This design comes from an exercise in tuning for small area, a short achievable clock period and few clock cycles on the open sky130 flow, not from production work.
Only simulation tests tie the RTL to the original design; equivalence was not proved.
Power figures rest on the tool's default switching activity, not on a simulated workload.

`design.v`:
```
`timescale 1ns/100ps
`default_nettype none
package rv_pkg;
    localparam int XLEN       = 32;
    localparam int REG_ADDR_W = 5;
    localparam logic [6:0] OPC_OP     = 7'b0110011;  
    localparam logic [6:0] OPC_OP_IMM = 7'b0010011;  
    localparam logic [6:0] OPC_LOAD   = 7'b0000011;  
    localparam logic [6:0] OPC_STORE  = 7'b0100011;  
    localparam logic [6:0] OPC_BRANCH = 7'b1100011;  
endpackage
`default_nettype wire
`timescale 1ns/100ps
`default_nettype none
module reg_file (
    input  logic        clk,
    input  logic        we,
    input  logic [4:0]  rd,
    input  logic [31:0] wdata,
    input  logic [31:1] sel1,
    input  logic [31:1] sel2,
    output logic [31:0] rs1_data,
    output logic [31:0] rs2_data
);
    logic [31:0] regs [1:31];
    for (genvar k = 1; k < 32; k++) begin : g_reg
        always_ff @(posedge clk) begin
            if (we && (rd == k)) begin
                regs[k] <= wdata;
            end
        end
    end
    always_comb begin
        rs1_data = '0;
        rs2_data = '0;
        for (int k = 1; k < 32; k++) begin
            rs1_data = rs1_data | ({32{sel1[k]}} & regs[k]);
            rs2_data = rs2_data | ({32{sel2[k]}} & regs[k]);
        end
    end
endmodule
`default_nettype wire
`timescale 1ns/100ps
`timescale 1ns/100ps
`timescale 1ns/100ps
`timescale 1ns/100ps
`default_nettype none
module fast_add #(
    parameter int W      = 32,
    parameter int SPARSE = 0
) (
    input  logic [W-1:0] a,
    input  logic [W-1:0] b,
    input  logic         cin,
    output logic [W-1:0] sum,
    output logic         cout
);
    localparam int L = (W > 32) ? 6 : (W > 16) ? 5 : (W > 8) ? 4 : (W > 4) ? 3 : (W > 2) ? 2 : 1;
    logic [W-1:0] g [L+1];
    logic [W-1:0] p [L+1];
    logic [W:0]   c;
    assign g[0] = a & b;
    assign p[0] = a ^ b;
    for (genvar l = 0; l < L; l++) begin : g_lvl
        for (genvar i = 0; i < W; i++) begin : g_bit
            if (SPARSE == 0 && i >= (1 << l)) begin : g_ks
                assign g[l+1][i] = g[l][i] | (p[l][i] & g[l][i-(1<<l)]);
                assign p[l+1][i] = p[l][i] & p[l][i-(1<<l)];
            end else if (SPARSE != 0 && ((i >> l) & 1) == 1) begin : g_sk
                assign g[l+1][i] = g[l][i] | (p[l][i] & g[l][((i >> l) << l) - 1]);
                assign p[l+1][i] = p[l][i] & p[l][((i >> l) << l) - 1];
            end else begin : g_pass
                assign g[l+1][i] = g[l][i];
                assign p[l+1][i] = p[l][i];
            end
        end
    end
    assign c[0] = cin;
    for (genvar i = 0; i < W; i++) begin : g_c
        assign c[i+1] = g[L][i] | (p[L][i] & cin);
    end
    assign sum  = p[0] ^ c[W-1:0];
    assign cout = c[W];
endmodule
`default_nettype wire
`timescale 1ns/100ps
`timescale 1ns/100ps
`default_nettype none
module rv_core_top #(
    parameter logic [31:0] RESET_PC = '0
) (
    input  logic        clk,
    input  logic        rst,
    output logic [31:0] imem_addr,
    input  logic [31:0] imem_data,
    output logic        dmem_valid,
    output logic        dmem_write,
    output logic [31:0] dmem_addr,
    output logic [31:0] dmem_wdata,
    input  logic        dmem_ready,
    input  logic [31:0] dmem_rdata
);
    logic [31:1] pc;             
    logic        d_valid;
    logic [31:0] d_w;
    logic [31:1] d_pc;
    logic        d_pred;
    logic [31:1] d_sel1;         
    logic [31:1] d_sel2;
    logic        e_we;           
    logic        e_ld;
    logic        e_st;
    logic        e_br;           
    logic        e_bne;
    logic        e_pred;
    logic        e_sub;
    logic [4:0]  e_rd;
    logic [31:0] e_a;            
    logic [31:0] e_b;            
    logic [31:0] e_s;            
    logic        e_fa;           
    logic        e_fb;
    logic        e_fs;
    logic        m_we;
    logic [4:0]  m_rd;
    logic [31:0] m_alu;
    logic        x_inc;
    logic        x_dec;
    logic        r_mis;
    logic [31:1] r_tgt;
    logic        p_valid;
    logic        p_write;
    logic        p_lw;           
    logic [4:0]  p_rd;
    logic [31:0] p_addr;
    logic [31:0] p_wdata;
    logic stall;       
    logic hz;          
    logic [31:0] f_w;
    logic        f_pred;
    logic [12:1] f_lo;           
    logic        f_c;
    logic [31:13] pc_hi_inc;
    logic [31:13] pc_hi_dec;
    logic [31:1] f_p4;
    logic [31:1] pc_next;
    assign f_w       = imem_data;
    assign imem_addr = {pc, 1'b0};
    assign f_pred    = (f_w[6:0] == rv_pkg::OPC_BRANCH) && (f_w[14:13] == 2'b00)
                    && (f_w[31] || (f_w[12] != (f_w[19:15] == f_w[24:20])));
    fast_add #(.W(12), .SPARSE(1)) i_tgt_add (
        .a    (pc[12:1]),
        .b    ({f_w[31], f_w[7], f_w[30:25], f_w[11:8]}),
        .cin  (1'b0),
        .sum  (f_lo),
        .cout (f_c)
    );
    fast_add #(.W(19), .SPARSE(0)) i_hi_inc (
        .a    (pc[31:13]),
        .b    (19'd0),
        .cin  (1'b1),
        .sum  (pc_hi_inc),
        .cout ()
    );
    fast_add #(.W(19), .SPARSE(0)) i_hi_dec (
        .a    (pc[31:13]),
        .b    ({19{1'b1}}),
        .cin  (1'b0),
        .sum  (pc_hi_dec),
        .cout ()
    );
    fast_add #(.W(31), .SPARSE(0)) i_p4 (
        .a    (pc),
        .b    (31'd2),
        .cin  (1'b0),
        .sum  (f_p4),
        .cout ()
    );
    assign pc_next   = f_pred ? {pc[31:13], f_lo} : f_p4;
    always_ff @(posedge clk or posedge rst) begin
        if (rst) begin
            pc <= RESET_PC[31:1];
        end else if (r_mis) begin
            pc <= r_tgt;
        end else if (x_inc || x_dec) begin
            pc <= {x_inc ? pc_hi_inc : pc_hi_dec, pc[12:1]};
        end else if (!stall && !hz) begin
            pc <= pc_next;
        end
    end
    always_ff @(posedge clk or posedge rst) begin
        if (rst) begin
            x_inc <= 1'b0;
            x_dec <= 1'b0;
        end else begin
            x_inc <= !r_mis && !x_inc && !x_dec && !stall && !hz && f_pred && f_c && !f_w[31];
            x_dec <= !r_mis && !x_inc && !x_dec && !stall && !hz && f_pred && !f_c && f_w[31];
        end
    end
    always_ff @(posedge clk or posedge rst) begin
        if (rst) begin
            d_valid <= 1'b0;
        end else if (r_mis) begin
            d_valid <= 1'b0;
        end else if (!stall && !hz) begin
            d_valid <= !(x_inc || x_dec);  
        end
    end
    always_ff @(posedge clk) begin
        if (!stall && !hz) begin
            d_w    <= f_w;
            d_pc   <= pc;
            for (int k = 1; k < 32; k++) begin
                d_sel1[k] <= (f_w[19:15] == 5'(k));
                d_sel2[k] <= (f_w[24:20] == 5'(k));
            end
            d_pred <= f_pred;
        end
    end
    logic [6:0]  opc;
    logic [4:0]  rs1, rs2, rd;
    logic        is_op, is_opi, is_ld, is_st, is_br;
    logic        use1, use2, wr, sub;
    logic [31:0] imm;
    logic [31:0] rf1, rf2;
    logic [31:0] wb_data;
    logic [31:0] r1, r2;
    logic        fa_n, fb_n, fs_n;
    logic [31:1] alt;
    assign opc = d_w[6:0];
    assign rd  = d_w[11:7];
    assign rs1 = d_w[19:15];
    assign rs2 = d_w[24:20];
    assign is_op  = (opc == rv_pkg::OPC_OP);
    assign is_opi = (opc == rv_pkg::OPC_OP_IMM);
    assign is_ld  = (opc == rv_pkg::OPC_LOAD);
    assign is_st  = (opc == rv_pkg::OPC_STORE);
    assign is_br  = (opc == rv_pkg::OPC_BRANCH) && (d_w[14:13] == 2'b00);
    assign use1   = is_op | is_opi | is_ld | is_st | is_br;
    assign use2   = is_op | is_st | is_br;
    assign wr     = (is_op | is_opi | is_ld) && (rd != 5'd0);
    assign sub    = is_op && d_w[30];
    assign imm = is_st ? {{20{d_w[31]}}, d_w[31:25], d_w[11:7]}
                       : {{20{d_w[31]}}, d_w[31:20]};
    logic        lw;       
    logic        lcw;      
    logic        w_sel_p;
    logic        w_en;
    logic [4:0]  w_rd;
    assign lw      = p_valid && p_lw;
    assign lcw     = lw && dmem_ready;
    assign w_sel_p = lcw || !m_we;
    assign w_en    = m_we || lw;
    assign w_rd    = w_sel_p ? p_rd : m_rd;
    assign wb_data = w_sel_p ? dmem_rdata : m_alu;
    reg_file i_reg_file (
        .clk      (clk),
        .we       (w_en),
        .rd       (w_rd),
        .wdata    (wb_data),
        .sel1     (d_sel1),
        .sel2     (d_sel2),
        .rs1_data (rf1),
        .rs2_data (rf2)
    );
    assign r1 = (lw && (p_rd == rs1)) ? dmem_rdata : (m_we && (m_rd == rs1)) ? m_alu : rf1;
    assign r2 = (lw && (p_rd == rs2)) ? dmem_rdata : (m_we && (m_rd == rs2)) ? m_alu : rf2;
    assign hz = d_valid && (
                   (e_ld && e_we && (((e_rd == rs1) && use1) || ((e_rd == rs2) && use2)))
                || (lw && !dmem_ready && (((p_rd == rs1) && use1) || ((p_rd == rs2) && use2))));
    fast_add #(.W(31), .SPARSE(1)) i_alt_add (
        .a    (d_pc),
        .b    (d_pred ? 31'd2 : {{20{d_w[31]}}, d_w[7], d_w[30:25], d_w[11:8]}),
        .cin  (1'b0),
        .sum  (alt),
        .cout ()
    );
    assign fa_n = e_we && !e_ld && (e_rd == rs1);
    assign fb_n = e_we && !e_ld && (e_rd == rs2) && is_op;
    assign fs_n = e_we && !e_ld && (e_rd == rs2);
    always_ff @(posedge clk or posedge rst) begin
        if (rst) begin
            e_we <= 1'b0;
            e_ld <= 1'b0;
            e_st <= 1'b0;
            e_br <= 1'b0;
        end else if (r_mis || (!stall && (hz || !d_valid))) begin
            e_we <= 1'b0;
            e_ld <= 1'b0;
            e_st <= 1'b0;
            e_br <= 1'b0;
        end else if (!stall) begin
            e_we <= wr;
            e_ld <= is_ld;
            e_st <= is_st;
            e_br <= is_br;
        end
    end
    always_ff @(posedge clk) begin
        if (!stall) begin
            e_bne  <= d_w[12];
            e_pred <= d_pred;
            e_sub  <= sub;
            e_rd   <= rd;
            e_a    <= fa_n ? 32'd0 : r1;
            e_b    <= is_br ? {alt, 1'b0}
                    : is_op ? (fb_n ? 32'd0 : (r2 ^ {32{sub}}))
                    : imm;
            e_s    <= r2;
            e_fa   <= fa_n;
            e_fb   <= fb_n;
            e_fs   <= fs_n;
        end
    end
    logic [31:0] x_a, x_b, x_s, x_sum;
    logic        x_cout;
    logic        x_taken;
    logic        x_mis;
    assign x_a = e_a | (m_alu & {32{e_fa}});
    assign x_b = e_b | ((m_alu ^ {32{e_sub}}) & {32{e_fb}});
    assign x_s = e_fs ? m_alu : e_s;
    fast_add #(.W(32), .SPARSE(1)) i_alu_add (
        .a    (x_a),
        .b    (x_b),
        .cin  (e_sub),
        .sum  (x_sum),
        .cout (x_cout)
    );
    assign x_taken = (x_a == x_s) != e_bne;
    assign x_mis   = e_br && (x_taken != e_pred);
    always_ff @(posedge clk or posedge rst) begin
        if (rst) begin
            r_mis <= 1'b0;
        end else begin
            r_mis <= x_mis && !stall && !r_mis;
        end
    end
    always_ff @(posedge clk) begin
        r_tgt <= e_b[31:1];
    end
    always_ff @(posedge clk or posedge rst) begin
        if (rst) begin
            m_we <= 1'b0;
        end else if (r_mis) begin
            m_we <= 1'b0;
        end else if (!stall) begin
            m_we <= e_we && !e_ld;
        end
    end
    always_ff @(posedge clk) begin
        if (!stall) begin
            m_rd  <= e_rd;
            m_alu <= x_sum;
        end
    end
    assign stall = (p_valid && !dmem_ready && (e_ld || e_st) && !r_mis) || (lcw && m_we);
    logic kill;
    assign kill = !stall && !r_mis && e_we && !e_ld && lw && (p_rd == e_rd);
    always_ff @(posedge clk or posedge rst) begin
        if (rst) begin
            p_valid <= 1'b0;
        end else if (!stall && (e_ld || e_st) && !r_mis) begin
            p_valid <= 1'b1;
        end else if (dmem_ready) begin
            p_valid <= 1'b0;
        end
    end
    always_ff @(posedge clk) begin
        if (!stall && (e_ld || e_st) && !r_mis) begin
            p_write <= e_st;
            p_rd    <= e_rd;
            p_addr  <= x_sum;
            p_wdata <= x_s;
        end
    end
    always_ff @(posedge clk) begin
        if (!stall && (e_ld || e_st) && !r_mis) begin
            p_lw <= e_ld && e_we;
        end else if (kill) begin
            p_lw <= 1'b0;
        end
    end
    assign dmem_valid = p_valid;
    assign dmem_write = p_write;
    assign dmem_addr  = p_addr;
    assign dmem_wdata = p_wdata;
endmodule
`default_nettype wire
```
`run.sh`:
```
#!/bin/bash
# synth_recipe.tcl (not shown) runs the flow's synth.tcl, then flattens the netlist and writes it again
# the make line also repeats each setting of config.mk as NAME=value (left out here)
make -C /OpenROAD-flow-scripts/flow DESIGN_CONFIG=/design/flow/config.mk WORK_HOME=/design/flow/orfs CLKGATE_MAP_FILE= SYNTH_SCRIPT=/design/flow/synth_recipe.tcl finish
```
`config.mk`:
```
export PLATFORM = sky130hd
export DESIGN_NAME = rv_core_top
export DESIGN_NICKNAME = rv_core_top
export VERILOG_FILES = /design/flow/design.v
export SDC_FILE = /design/flow/constraint.sdc
export NUM_CORES = 4
export LEC_CHECK = 0
export CAP_MARGIN = 20
export CORE_MARGIN = 2
export CORE_UTILIZATION = 45
export CTS_BUF_LIST = sky130_fd_sc_hd__clkbuf_16
export CTS_CLUSTER_DIAMETER = 70
export CTS_CLUSTER_SIZE = 20
export SETUP_SLACK_MARGIN = 5
export SLEW_MARGIN = 20
export TNS_END_PERCENT = 0
```
`constraint.sdc`:
```
create_clock -name core_clock -period 8.0 [get_ports {clk}]
set_input_delay 1.6000 -clock core_clock [delete_from_list [all_inputs] [get_ports {clk}]]
set_output_delay 1.6000 -clock core_clock [all_outputs]
set_load 0.01 [all_outputs]
```
==> flow_summary.toml, run 1 <==
[power]
max-vdd-ir-drop_uv = 164
powerDensity_mw_per_mm2 = 224
p_leak_nw = 23.7
p_total_mw = 15.9

[yosys]
syn-instance-count = 4500
synthFlopType = "edfxtp_1"
synth_cell_types = 85
seq_area_frac_synth_pct = 66.6
syn_avg_cell_area_um2 = 13.9
syn-num-nets = 4651
synthArstFlopShare_pct = 2.92
synth_edf_count = 1333
yosys_warnings = 18
synth.cell_area_mm2 = 0.0625
ys_ff_latch = 1405

[worst_setup_path]
r2r-end = "e_b[17]$_DFFE_PN_"
endpoint = "e_b[17]$_DFFE_PN_"
r2r_slack_ps = 4150
cp_common_cell = "a21oi_1"
crit_cells = 9
cp_cell_sequence = "buf_4 > a222oi_1 > nand4_1 > nor3_2 > a211oi_1 > a21o_1 > xor2_1 > a21oi_1 > a21oi_1"
cp_max_fo = 22
critPathArrivalTime_ps = 4310
start_kind = "flip-flop"
cp.required_ps = 8460
worstSetupEndpointType = "flip-flop"
critical_path.top_delay_family = "compound AO/OA/AOI/OAI gates"
worstSetupPathType = "flip-flop to flip-flop"
critPathBufInv = 1
ff2ff_path_depth = 9
critPathLaunch = "d_sel2[8]$_DFFE_PP_"
slowest_stage = "edfxtp_1"
max_stage_delay_ps = 750
timing.rr.start = "d_sel2[8]$_DFFE_PP_"

[finish]
fillers = 11500
drive_above_1_share_pct = 11.6
areaGrowthSynthToFinish_pct = 13.3
register_area_mm2 = 0.0417
post-route-util_pct = 51.5
final_cell_mix = "edfxtp_1 (1333), a22oi_1 (423), nor2_1 (247)"
instances_no_fill = 6524
multiInputGateArea_mm2 = 0.0202
layout_commonest_cell = "edfxtp_1"
nets = 4807

[grt]
grt_pass1_wl_um = 370000
grt_start_max_net_pins = 146
overflow = 0
first_global_vias = 45800
antenna_found_initial = 15
gr-usage-all-layers_pct = 37.6

[floorplanning]
die_h_um = 377
io_pins = 165
die_w_um = 377
initial_utilization_pct = 45.4
rows = 136
dieArea_mm2 = 0.142
coreArea_mm2 = 0.138

[timing]
maxSlewHeadroom_pct = 14.1
drv_slew = 0
hold_violations = 0
fmaxAchievable_mhz = 260
hold_ws_ps = 394
rsz0062_at_grt = "true"
skew_ps = 37.2
tns_ps = 0
finalCritPeriodShare_pct = 48.1
finalCriticalPeriod_ps = 3850
worst_pin_slew_ps = 1280
setup_viol = 0

[route]
drtIter0Drc = 10500
first_pass_iters = 12
wirelength_um = 273000
drc = 0
vias = 49500
wl_per_cell_um = 41.8
drt-vias-per-instance = 7.59
ant_nets = 0

[clock_network]
cts_hold_buffers = 0
htreeDepth = 3
clkSlewWorstSetupHoldPaths_ps = 90
clk-insertion-delay-late_ps = 740
cts_tree = "built"
cts_sinks = 1405
cts_made_buffers = 95
clock-root-buffer = "clkbuf_16"
clock_tree.buffer_depth = 3

[job]
maxCapViolCount = 0

[min_path]
hold_class = "flip-flop to flip-flop"

[place]
finalWeightedCongestion = 0.982
place_hpwl_um = 159000
post-place-cells = 6313
port-buffer-count = 163

[status]
status = "finished clean"
[synthesized netlist by cell type, types with 9 or more instances]
cell	count	area, µm²
ha_1	74	926
dfxtp_1	31	621
inv_1	48	180
buf_2	25	125
dfrtp_1	41	1030
and3_1	16	100
nand2_1	126	473
fa_1	10	200
nand3_1	92	460
nand4_1	149	932
a221oi_1	246	2150
o21ai_0	84	420
a31oi_1	20	125
o31ai_1	21	158
a211oi_1	62	465
nor2b_1	21	131
nand2b_1	31	194
nor2_1	284	1070
or3_1	16	100
edfxtp_1	1333	40000
xor2_1	118	1030
a22o_1	238	2080
buf_1	39	146
mux2_2	71	800
a222oi_1	64	641
o21a_1	11	82.6
xnor2_1	61	534
a21o_1	94	706
clkbuf_1	230	863
a22oi_1	423	3180
nor4_1	9	56.3
or4_1	9	67.6
o22ai_1	10	62.6
a21oi_1	148	741
nor3_1	126	631
[logic make-up (layout without fill, tap and decap cells)]
family	count (synthesis)	in the layout	share of synthesized area (%)
XOR/XNOR	179	179	2.51
adder cells (fa/ha/maj)	84	84	1.80
AND/OR/NAND/NOR	927	927	7.35
other	1	15	0.00600
buffers and inverters	345	560	2.14
multiplexers	79	79	1.41
AO/OA/AOI/OAI	1480	1481	18.2
flip-flops	1405	1405	66.6
[worst min path at each step]
stage                           start                end  cells after the start
finish              e_b[24]$_DFFE_PN_  r_tgt[24]$_DFF_P_                      0
global route        e_b[24]$_DFFE_PN_  r_tgt[24]$_DFF_P_                      0
CTS                 e_b[24]$_DFFE_PN_  r_tgt[24]$_DFF_P_                      0
detailed placement  e_b[24]$_DFFE_PN_  r_tgt[24]$_DFF_P_                      0
global placement    e_b[26]$_DFFE_PN_  r_tgt[26]$_DFF_P_                      0
floorplan           e_b[10]$_DFFE_PN_  r_tgt[10]$_DFF_P_                      0
[sequential cells by signal, summed over array words and instances (netlist names), 5 cells and up]
signal	count
d_w	32
p_rd	5
p_wdata	32
i_reg_file.regs	992
p_addr	32
e_s	32
pc	31
d_sel1	31
d_sel2	31
m_rd	5
r_tgt	31
e_rd	5
d_pc	31
m_alu	32
e_b	32
e_a	32
[stage by stage]
| stage | setup slack [ps] | cell area (µm²) |
|---|---|---|
| floorplan | 2520 | 62600 |
| global placement | 2720 | 66700 |
| detailed placement | 2710 | 66800 |
| global route | 4220 | 70800 |
| CTS | 4430 | 70700 |
| finish | 4150 | 70900 |
[power by group]
| part | switching, mW | internal, mW | total (mW) |
|---|---|---|---|
| Clock | 2.72 | 2.43 | 5.14 |
| Sequential | 0.374 | 8.37 | 8.74 |
| Combinational | 1.25 | 0.740 | 1.99 |
| Total | 4.34 | 11.5 | 15.9 |
[timing repair]
action,CTS,global route
pin swaps,30,12
buffers inserted,37,0
setup endpoints to repair,2546,2587
gates cloned,2,0
resized for setup,157,11
[routing by layer]
layer  GRT usage [%]  up-vias  routed length (µm)
met5          0.0343        -                 274
met4            24.2       14               24300
met3            16.1     1549               44000
met2            55.4     5214              115000
met1            45.1    23900               88900
li1                -    18800                   -
[layout make-up]
| cell class | instances | share of cell area, % |
|---|---|---|
| inverter | 48 | 0.270 |
| sequential | 1405 | 58.8 |
| clock buffer | 100 | 3.53 |
| timing repair inverter | 1 | 0.0106 |
| timing repair buffer | 354 | 4.82 |
| multi-input combinational | 2751 | 28.6 |
| antenna | 14 | 0.0494 |
| tap | 1794 | 3.17 |
| clock inverter | 57 | 0.766 |
Testbench counts, summed over its fixed seeds: cycles 33,010.
==> run 2: changes to the inputs <==
--- a/config.mk
+++ b/config.mk
@@ -7,2 +7,3 @@
 export LEC_CHECK = 0
+export ABC_AREA = 1
 export CAP_MARGIN = 20
@@ -13,3 +14,3 @@
 export CTS_CLUSTER_SIZE = 20
-export SETUP_SLACK_MARGIN = 5
+export SETUP_SLACK_MARGIN = 4.8
 export SLEW_MARGIN = 20
==> run 2 against run 1 <==
- fmax is 9.6% higher
- routed wire length up 14%
- synthesized area grew 9.2%
- hold slack worse by 14 ps
- power rose by 5.6%
- sequential share of layout area shrank 5.3 points
- clock power increased by 13%
- worst setup slack better by 340 ps
- sequential cell count unchanged
- critical endpoint is now i_reg_file.regs[31][6]$_DFFE_PP_
- largest cell class unchanged
==> flow_summary.toml, run 2 <==
[finish]
largest_register_ffs = 992
instances_no_fill = 9606
fillers = 13800
final_cell_mix = "nand2_1 (2982), edfxtp_1 (1333), nor2_1 (676)"
largest-register = "i_reg_file.regs"
post-route-util_pct = 51.9
areaGrowthSynthToFinish_pct = 14.2
layout_commonest_cell = "nand2_1"
drive_above_1_share_pct = 8.42
fin_area_mm2 = 0.0780
nets = 7646

[yosys]
synthFlopType = "edfxtp_1"
ys_ff_latch = 1405
syn-num-nets = 7423
synthTopCellsByCount = "nand2_1 (2987), edfxtp_1 (1333), nor2_1 (717), inv_1 (419), nand3_1 (261)"
synth.cell_area_mm2 = 0.0683
yosys_warnings = 18
yosysTopAreaCell = "edfxtp_1"
yosysMostFrequentCell = "nand2_1"
synth_edf_count = 1333
syn-instance-count = 7272
synthArstFlopShare_pct = 2.92
synth_top_area_share_pct = 58.6
synth_cell_types = 54
syn_avg_cell_area_um2 = 9.39
synthTopCellsByArea = "edfxtp_1 (59%), nand2_1 (16%), nor2_1 (3.9%)"
seq_area_frac_synth_pct = 61.0

[route]
wirelength_um = 312000
drt-vias-per-instance = 6.22
wl_per_cell_um = 32.5
first_pass_iters = 9
ant_nets = 0
vias = 59700
drc = 0
drtIter0Drc = 8841

[floorplanning]
rows = 142
die_w_um = 393
initial_utilization_pct = 45.4
io_pins = 165
coreArea_mm2 = 0.150
dieArea_mm2 = 0.155
die_h_um = 393

[clock_network]
htreeDepth = 3
clk-insertion-delay-late_ps = 790
clock-root-buffer = "clkbuf_16"
cts_tree = "built"
cts_made_buffers = 106
clkSlewWorstSetupHoldPaths_ps = 80
clock_tree.buffer_depth = 3
cts_hold_buffers = 0
cts_sinks = 1405

[place]
dpl-instance-area_mm2 = 0.0731
port-buffer-count = 163
finalWeightedCongestion = 0.995
post-place-cells = 9324
place_hpwl_um = 196000
place_ws_ps = 1880

[timing]
final.setup.worst_slack_ps = 4490
finalCritPeriodShare_pct = 43.9
rsz0062_at_grt = "true"
skew_ps = 44.9
maxSlewHeadroom_pct = 20.8
finalCriticalPeriod_ps = 3510
setup_viol = 0
worst_pin_slew_ps = 1190
drv_slew = 0
hold_violations = 0
fmaxAchievable_mhz = 285
tns_ps = 0

[grt]
grt_start_max_net_pins = 76
overflow = 0
first_global_vias = 54500
gr-usage-all-layers_pct = 39.0
antenna_found_initial = 17
grt_pass1_wl_um = 425000

[worst_setup_path]
cp_cell_sequence = "clkdlybuf4s15_2 > inv_12 > o21ai_4 > buf_12 > buf_12 > nand2_1 > o21ai_1 > a21oi_2 > inv_1 > buf_12 > nor2_4 > clkbuf_8"
critPathArrivalTime_ps = 3930
slowest_stage = "clkbuf_8"
start_kind = "input pin"
worstSetupEndpointType = "flip-flop"
cp.required_ps = 8420
worstSetupPathType = "input pin to flip-flop"
critPathBufInv = 7
cp_max_fo = 24
critical_path.top_delay_family = "buffers and inverters"
cp_common_cell = "buf_12"
max_stage_delay_ps = 440

[power]
p_leak_nw = 31.5
powerDensity_mw_per_mm2 = 215
max-vdd-ir-drop_uv = 184

[min_path]
hold_class = "flip-flop to flip-flop"

[job]
maxCapViolCount = 0

[status]
status = "finished clean"
run 2: changes by cell type in the layout (fill, tap and decap cells not counted), moves of 64 or more:
cell      change
a222oi_1     -64
nand2_1    +2863
a221oi_1    -127
a21o_1       -87
inv_1       +360
a22o_1      -122
nand3_1     +168
nor2_1      +429
mux2_2       -71
a22oi_1     -423
run 2: cells by family after synthesis:
logic type / synth area share (%)
compound gates: 6.68
xor+xnor: 1.23
fa+ha+maj: 1.65
buf+inv: 4.14
flops: 61.0
other cells: 0.00549
simple gates: 25.2
run 2: worst register-to-register path, cell delays in order, from the launching register on:
cell and delay [ps]:
edfxtp_1 850, buf_4 770, nand2_1 130, nand2_1 100, nor2_1 40, nand2_1 70, nor3_1 50, nand2_1 320
nand2_1 110, nand2_1 100, nand2_1 90, nand2_1 60, nand3_1 370, a21oi_1 270
run 2: power by group:
group,switching (mW),internal [mW]
combinational,1.71,0.690
clock,3.01,2.78
sequential,0.211,8.35
run 2: metal layers:
| layer | part of all wire [%] | vias to the layer above | GRT usage (%) |
|---|---|---|---|
| li1 | - | 25000 | - |
| met1 | 35 | 28300 | 48.6 |
| met2 | 42 | 4962 | 57.8 |
| met3 | 14 | 1401 | 13.3 |
| met4 | 8.4 | 16 | 25.3 |
| met5 | 0.032 | - | 0.493 |
run 2: cell type report:
| cell class | count | area [µm²] | share of cell area [%] |
|---|---|---|---|
| repair buffers | 408 | 3910 | 5.01 |
| multi-input cells | 5146 | 24500 | 31.4 |
| well taps | 2016 | 2520 | 3.23 |
| clock buffers | 108 | 2700 | 3.47 |
| clock inverters | 80 | 923 | 1.18 |
| diodes | 15 | 37.5 | 0.0481 |
| flip-flops and latches | 1405 | 41700 | 53.5 |
| inverters | 428 | 1650 | 2.12 |
run 2: what timing repair did:
item	in CTS	in global routing
setup buffers	59	14
endpoints found under the hold margin	0	0
resized for setup	72	51
pin swaps	28	6
setup endpoints to repair	2386	1397
cloned	3	2
run 2: worst paths after layout:
path	start	endpoint	slack (ps)	cells past startpoint
max	dmem_ready	i_reg_file.regs[31][6]$_DFFE_PP_	4490	12
min	e_b[27]$_DFFE_PN_	r_tgt[27]$_DFF_P_	380	0
max reg2reg	d_sel2[17]$_DFFE_PP_	e_b[1]$_DFFE_PN_	4520	13
min reg2reg	e_b[27]$_DFFE_PN_	r_tgt[27]$_DFF_P_	380	0
max in group asynchronous	rst	pc[18]$_DFFE_PP0P_	6340	3
min in group asynchronous	rst	pc[6]$_DFFE_PP0P_	1100	2
run 2: through the flow:
| stage | power (mW) | hold slack (ps) |
|---|---|---|
| 2_1_floorplan | 9.88 | 349 |
| 3_5_place_dp | 10.9 | 375 |
| 3_3_place_gp | 10.9 | 375 |
| 6_report | 16.8 | 380 |
| 5_1_grt | 17.2 | 386 |
| 4_1_cts | 16.6 | 384 |
==> run 3: changes to the inputs <==
--- a/config.mk
+++ b/config.mk
@@ -7,3 +7,2 @@
 export LEC_CHECK = 0
-export ABC_AREA = 1
 export CAP_MARGIN = 20
@@ -11,6 +10,6 @@
 export CORE_UTILIZATION = 45
-export CTS_BUF_LIST = sky130_fd_sc_hd__clkbuf_16
-export CTS_CLUSTER_DIAMETER = 70
-export CTS_CLUSTER_SIZE = 20
-export SETUP_SLACK_MARGIN = 4.8
+export CTS_BUF_LIST = sky130_fd_sc_hd__clkbuf_8
+export CTS_CLUSTER_DIAMETER = 50
+export CTS_CLUSTER_SIZE = 12
+export SETUP_SLACK_MARGIN = 4.5
 export SLEW_MARGIN = 20
==> run 3 against run 2 <==
- still clean
- sequential cell count unchanged
- die area down 8.3%
- sequential power up 2%
- clock skew up 1.3 ps
- critical path type is now flip-flop to flip-flop
- largest cell class unchanged
==> flow_summary.toml, run 3 <==
[power]
p_total_mw = 15.8
pwr-share-seq_pct = 55.2
internal_power_mw = 11.4
clkPwrFrac_pct = 32.1
combPwrFrac_pct = 12.6
p_sw_share_pct = 27.9
powerDensity_mw_per_mm2 = 224
p_leak_nw = 23.7
max-vdd-ir-drop_uv = 173
switchingPower_mw = 4.41

[timing]
maxSlewHeadroom_pct = 18.0
hold_violations = 0
final.setup.worst_slack_ps = 4160
rsz0062_at_grt = "true"
tns_ps = 0
drv_slew = 0
hold_ws_ps = 384
fmaxAchievable_mhz = 261
setup_viol = 0
skew_ps = 46.2
finalCriticalPeriod_ps = 3840
worst_pin_slew_ps = 1220
finalCritPeriodShare_pct = 47.9

[floorplanning]
initial_utilization_pct = 45.4
die_h_um = 377
io_pins = 165
rows = 136
coreArea_mm2 = 0.138
die_w_um = 377
dieArea_mm2 = 0.142

[worst_setup_path]
r2r_slack_ps = 4160
r2r-end = "e_b[27]$_DFFE_PN_"
timing.rr.start = "d_sel2[27]$_DFFE_PP_"
start_kind = "flip-flop"
cp_max_fo = 26
cp.required_ps = 8670
worstSetupPathType = "flip-flop to flip-flop"
worstSetupEndpointType = "flip-flop"
ff2ff_path_depth = 10
critPathArrivalTime_ps = 4500

[yosys]
synthMuxAreaShare_pct = 1.41
synthTopCellsByArea = "edfxtp_1 (64%), a22oi_1 (5.1%), a221oi_1 (3.4%)"
synthAdderAreaFrac_pct = 1.80
synth_top_area_share_pct = 64.0
yosysTopAreaCell = "edfxtp_1"
synth_cell_types = 85
yosysMostFrequentCell = "edfxtp_1"
synthArstFlopShare_pct = 2.92
synthFlopType = "edfxtp_1"
ys_ff_latch = 1405
yosys_warnings = 18
synth-compound-area-share_pct = 18.2
syn_avg_cell_area_um2 = 13.9
seq_area_frac_synth_pct = 66.6
synth.cell_area_mm2 = 0.0625
synth-xor-area-share_pct = 2.51
synth_edf_count = 1333
syn-instance-count = 4500
syn-num-nets = 4651
synth_top_family_by_area = "compound AO/OA/AOI/OAI gates"
synthTopCellsByCount = "edfxtp_1 (1333), a22oi_1 (423), nor2_1 (284), a221oi_1 (246), a22o_1 (238)"
yosys.area_share.simple_pct = 7.35

[route]
drt-vias-per-instance = 7.52
vias = 49700
drtIter0Drc = 10100
ant_nets = 0
drc = 0
wirelength_um = 273000
wl_per_cell_um = 41.3
first_pass_iters = 10

[finish]
post-route-util_pct = 51.4
largest_register_ffs = 992
nets = 4864
final_cell_mix = "edfxtp_1 (1333), a22oi_1 (423), nor2_1 (247)"
layout_commonest_cell = "edfxtp_1"
instances_no_fill = 6613
fin_area_mm2 = 0.0707
largest-register = "i_reg_file.regs"
drive_above_1_share_pct = 13.1
areaGrowthSynthToFinish_pct = 13.1

[place]
dpl-instance-area_mm2 = 0.0668
post-place-cells = 6313
port-buffer-count = 163
finalWeightedCongestion = 0.982
place_hpwl_um = 159000
place_ws_ps = 2710

[min_path]
hold_class = "flip-flop to flip-flop"
holdPathEnd = "r_tgt[26]$_DFF_P_"
hold_depth = 0
hold_start = "e_b[26]$_DFFE_PN_"

[clock_network]
htreeDepth = 4
cts_tree = "built"
cts_hold_buffers = 0
clock_tree.buffer_depth = 3
clk-insertion-delay-late_ps = 940
cts_sinks = 1405
clock-root-buffer = "clkbuf_8"
cts_made_buffers = 158
clkSlewWorstSetupHoldPaths_ps = 90

[status]
status = "finished clean"

[grt]
gr-usage-all-layers_pct = 37.6
antenna_found_initial = 13
first_global_vias = 46100
grt_start_max_net_pins = 146
overflow = 0
grt_pass1_wl_um = 370000

[job]
maxCapViolCount = 0
==> run 3: cell count changes in the layout (fill, tap and decap cells not counted), sizes merged, moves of 63 or more <==
cell / before / now
a211oi: 0 / 63
a21o: 7 / 94
a221oi: 119 / 246
a222oi: 0 / 64
a22o: 116 / 238
a22oi: 0 / 423
buf: 243 / 180
inv: 456 / 84
mux2: 0 / 71
nand2: 2990 / 126
nand3: 267 / 92
nor2: 719 / 284
==> run 3: critical path: stages, from the launching register on <==
cell and delay, ps:
edfxtp_1 690, buf_4 510, a22o_1 320, a221oi_1 280, nand4_1 210, nor3_1 700
a211oi_1 200, a21o_1 250, xor2_1 160, a21oi_1 180, a21oi_1 70
==> run 3: worst max path at each step <==
stage                               startpoint  slack, ps  cells after the start                           endpoint
after floorplan                     dmem_ready       2520                      5                p_addr[0]$_DFFE_PP_
after detailed placement            dmem_ready       2710                      7  i_reg_file.regs[29][11]$_DFFE_PP_
after global routing          d_pred$_DFFE_PP_       4230                     13                  e_b[26]$_DFFE_PN_
after global placement              dmem_ready       2720                      7  i_reg_file.regs[29][11]$_DFFE_PP_
after CTS                  d_sel2[6]$_DFFE_PP_       4180                      9                  e_b[17]$_DFFE_PN_
final                     d_sel2[27]$_DFFE_PP_       4160                     10                  e_b[27]$_DFFE_PN_
==> run 3: routing by layer <==
layer / GRT usage (%) / vias to the layer above / share of wire [%]
met5: 1.03 / - / 0.12
met4: 23.3 / 20 / 8.5
met3: 16.6 / 1583 / 16
met2: 55.4 / 5170 / 42
met1: 45.1 / 24000 / 33
li1: - / 18900 / -
==> run 3: final cells by class <==
cell class,count,area [µm²]
tap,1794,2240
antenna,15,37.5
multi-input combinational,2751,20200
inverter,48,191
clock inverter,87,820
fill,11500,67000
sequential,1405,41700
clock buffer,164,2260
timing repair inverter,1,5.00
timing repair buffer,348,3240
==> run 3: logic make-up after synthesis <==
group                      after synthesis
DFF                                   1405
xor gates and xnor gates               179
muxes                                   79
other                                    1
AOI/OAI and AO/OA                     1480
and+or+nand+nor                        927
buffers and inverters                  345
adders and majority gates               84
==> run 3: power by group through the flow <==
stage | sequential [mW] | combinational, mW | clock (mW)
2_1_floorplan | 8.72 | 1.12 | 0
3_3_place_gp | 8.89 | 1.82 | 0
3_5_place_dp | 8.89 | 1.83 | 0
4_1_cts | 8.73 | 1.86 | 5.09
5_1_grt | 8.77 | 2.11 | 5.36
6_report | 8.74 | 2.00 | 5.08
==> run 3: what timing repair did <==
item / 4_1_cts / 5_1_grt
pin swaps: 12 / 8
endpoints found under the setup margin: 1206 / 1265
gates cloned: 2 / 0
gates resized for setup: 35 / 93
setup buffers: 18 / 13

-- afterwards: timing with drivers on the ports --
The results above use ideal ports. As a check the final layouts listed here were re-extracted and re-timed, cells and wires unchanged. Step 1 (the two cells are an assumption about what drives the block):
set clk [get_ports {clk}]
set_driving_cell -lib_cell sky130_fd_sc_hd__clkbuf_16 $clk
set_driving_cell -lib_cell sky130_fd_sc_hd__buf_2 [delete_from_list [all_inputs] $clk]
Step 2 times the ports against the registers' clock, not the clock port: input delays grow and output delays shrink by t, the midpoint of the rising clock arrivals with the driver on. Slacks: ideal / step 1 / step 2; pairs: ideal / step 1.
run | shift t [ns] | setup slack, ns | hold slack, ns | pins driven straight from the clock port
run 1 | 0.804 | 4.155 / 4.155 / 3.459 | 0.394 / 0.394 / 0.394 | 1
run 2 | 0.859 | 4.491 / 4.482 / 3.692 | 0.380 / 0.380 / 0.380 | 1
run 3 | 0.996 | 4.165 / 4.165 / 3.281 | 0.384 / 0.384 / 0.384 | 1
After both steps setup and hold are still met in every run listed. For run 3, which loses most, drivers alone change the setup slack by 0.000 ns; drivers and shift together by -0.884 ns.
